Context: an optimization exercise on an open-source flow, tuned for small area and a short achievable clock period. The choices shown serve that exercise and are no tape-out recipe. At most, simulation tests tie the RTL to the original design; equivalence was not proved. Power figures rest on the tool's default switching activity, not on a simulated workload.

==> module common_fa_tag_alloc, before the edit <==
module common_fa_tag_alloc #(
  parameter int unsigned SUBJECT_COUNT_LOG2 = 5,
  parameter int unsigned TAG_WIDTH          = 20
) (
  input  logic                                clk,
  input  logic                                resetn,
  input  logic                                req_valid,
  output logic                                req_ready,
  input  logic [TAG_WIDTH-1:0]                req_tag,
  input  logic                                req_alloc,
  output logic                                resp_valid,
  input  logic                                resp_ready,
  output logic                                resp_hit,
  output logic                                resp_alloc,
  output logic [SUBJECT_COUNT_LOG2-1:0]       resp_index,
  output logic                                resp_evict_valid,
  output logic [TAG_WIDTH-1:0]                resp_evict_tag,
  input  logic                                flush,
  output logic [SUBJECT_COUNT_LOG2-1:0]       lru_waddr,
  output logic                                lru_wen,
  output logic [(1<<SUBJECT_COUNT_LOG2)-1:0]  lru_dvalid,
  input  logic [SUBJECT_COUNT_LOG2-1:0]       lru_qaddr,
  input  logic                                lru_qvalid
);
  localparam int unsigned N  = 1 << SUBJECT_COUNT_LOG2;
  localparam int unsigned IW = SUBJECT_COUNT_LOG2;
  logic [N-1:0]         valid_q;    
  logic [IW-1:0]        count_q;    
  logic [TAG_WIDTH-1:0] tag_q [N];  
  logic          fire_c;
  logic [N-1:0]  match_c;
  logic          hit_c;
  logic          free_c;
  logic          alloc_c;
  logic          evict_c;
  logic [IW-1:0] target_c;
  logic [IW-1:0] waddr_c;
  always_comb begin
    for (int i = 0; i < int'(N); i++) begin
      match_c[i] = valid_q[i] && (tag_q[i] == req_tag);
    end
  end
  assign hit_c    = |match_c;
  assign free_c   = ~valid_q[N-1];
  assign target_c = free_c ? count_q : lru_qaddr;
  always_comb begin
    for (int b = 0; b < int'(IW); b++) begin
      logic [N/2-1:0] ones, zeros;
      for (int k = 0; k < int'(N/2); k++) begin
        zeros[k] = match_c[((k >> b) << (b + 1)) | (k & ((1 << b) - 1))];
        ones[k]  = match_c[((k >> b) << (b + 1)) | (1 << b) | (k & ((1 << b) - 1))];
      end
      waddr_c[b] = target_c[b] ? ~(|zeros) : (|ones);
    end
  end
  assign req_ready = ~flush & (~resp_valid | resp_ready);
  assign fire_c    = req_valid & req_ready;
  assign alloc_c  = fire_c & ~hit_c & req_alloc & (free_c | lru_qvalid);
  assign evict_c  = alloc_c & ~free_c;
  assign lru_wen    = fire_c & (hit_c | (req_alloc & (free_c | lru_qvalid)));
  assign lru_waddr  = waddr_c;
  assign lru_dvalid = valid_q;
  always_ff @(posedge clk or negedge resetn) begin
    if (!resetn) begin
      valid_q <= '0;
      count_q <= '0;
    end else if (flush) begin
      valid_q <= '0;
      count_q <= '0;
    end else if (alloc_c && free_c) begin
      valid_q <= {valid_q[N-2:0], 1'b1};
      count_q <= count_q + 1'b1;
    end
  end
  always_ff @(posedge clk) begin
    for (int i = 0; i < int'(N); i++) begin
      if (alloc_c && target_c == IW'(i)) begin
        tag_q[i] <= req_tag;
      end
    end
  end
  always_ff @(posedge clk or negedge resetn) begin
    if (!resetn) begin
      resp_valid <= 1'b0;
    end else if (fire_c) begin
      resp_valid <= 1'b1;
    end else if (resp_ready) begin
      resp_valid <= 1'b0;
    end
  end
  always_ff @(posedge clk) begin
    if (fire_c) begin
      resp_hit         <= hit_c;
      resp_alloc       <= alloc_c;
      resp_index       <= waddr_c;
      resp_evict_valid <= evict_c;
      resp_evict_tag   <= tag_q[lru_qaddr];
    end
  end
endmodule
export LEC_CHECK = 0
export CAP_MARGIN = 20
export CORE_MARGIN = 2
export CORE_UTILIZATION = 50
export CTS_BUF_LIST = sky130_fd_sc_hd__clkbuf_8
export SETUP_SLACK_MARGIN = 1.5
export SLEW_MARGIN = 20
export TNS_END_PERCENT = 10
create_clock -name core_clock -period 6.0 [get_ports {clk}]
run.sh (not shown) runs the stock make flow with config.mk's settings and CLKGATE_MAP_FILE= SYNTH_SCRIPT=/design/flow/synth_recipe.tcl, a recipe that flattens the netlist after the stock synthesis.
The baseline passed the timing, design-rule and antenna checks.
Edit:
--- a/flow/design.v
+++ b/flow/design.v
@@ -53,6 +53,13 @@
       waddr_c[b] = target_c[b] ? ~(|zeros) : (|ones);
     end
   end
+  logic [TAG_WIDTH-1:0] evict_tag_c;
+  always_comb begin
+    evict_tag_c = '0;
+    for (int i = 0; i < int'(N); i++) begin
+      evict_tag_c = evict_tag_c | (tag_q[i] & {TAG_WIDTH{lru_qaddr == IW'(i)}});
+    end
+  end
   assign req_ready = ~flush & (~resp_valid | resp_ready);
   assign fire_c    = req_valid & req_ready;
   assign alloc_c  = fire_c & ~hit_c & req_alloc & (free_c | lru_qvalid);
@@ -94,7 +101,7 @@
       resp_alloc       <= alloc_c;
       resp_index       <= waddr_c;
       resp_evict_valid <= evict_c;
-      resp_evict_tag   <= tag_q[lru_qaddr];
+      resp_evict_tag   <= evict_tag_c;
     end
   end
 endmodule
Effect:
- total power rose by 0.63%
- setup slack improves by 67 ps
- core utilization fell by 0.31 points
- global-route usage fell by 0.19 points
- routed wire length fell by 0.36%
- first-iteration DRC count fell by 2.6%
- design area barely changes
- maximum frequency rose by 1.4%
- sequential cell count does not change
- sequential share of layout area fell by 0.11 points
- synthesized area rose by 1.4%
- via count fell by 1.3%
- cell count is about the same
- clock skew fell by 15 ps
Only the layout flow was run in the second run of this note; the RTL was not checked for function there.

[static timing again, ports no longer ideal]
The results above use ideal ports. As a check the final layouts listed here were re-extracted and re-timed, cells and wires unchanged. Step 1 sets driving cells, clkbuf_16 on the clock port and buf_2 on the other inputs (assumed; they add their load-dependent delay and slew). Step 2 adds t to the input delays and takes it off the output delays; t is the mean of the earliest and latest rising clock arrival at the registers after step 1. Input paths then give back, and output paths get back, about the clock's delay inside the block. Three values: ideal, step 1, step 2; two values: the first two.
run	shift t [ns]	setup WS [ns]	worst setup path after step 2	latest minus earliest clock arrival (ns)	worst slew at a driven data input, ns
the first run	0.845	1.056 / 0.943 / 0.476	input to register	0.060 / 0.060	0.21
the second run	0.849	1.122 / 0.977 / 0.615	input to register	0.044 / 0.045	0.25
After both steps every run listed still meets setup and hold. For the first run, which loses most, drivers alone change the setup slack by -0.113 ns; drivers and shift together by -0.580 ns.
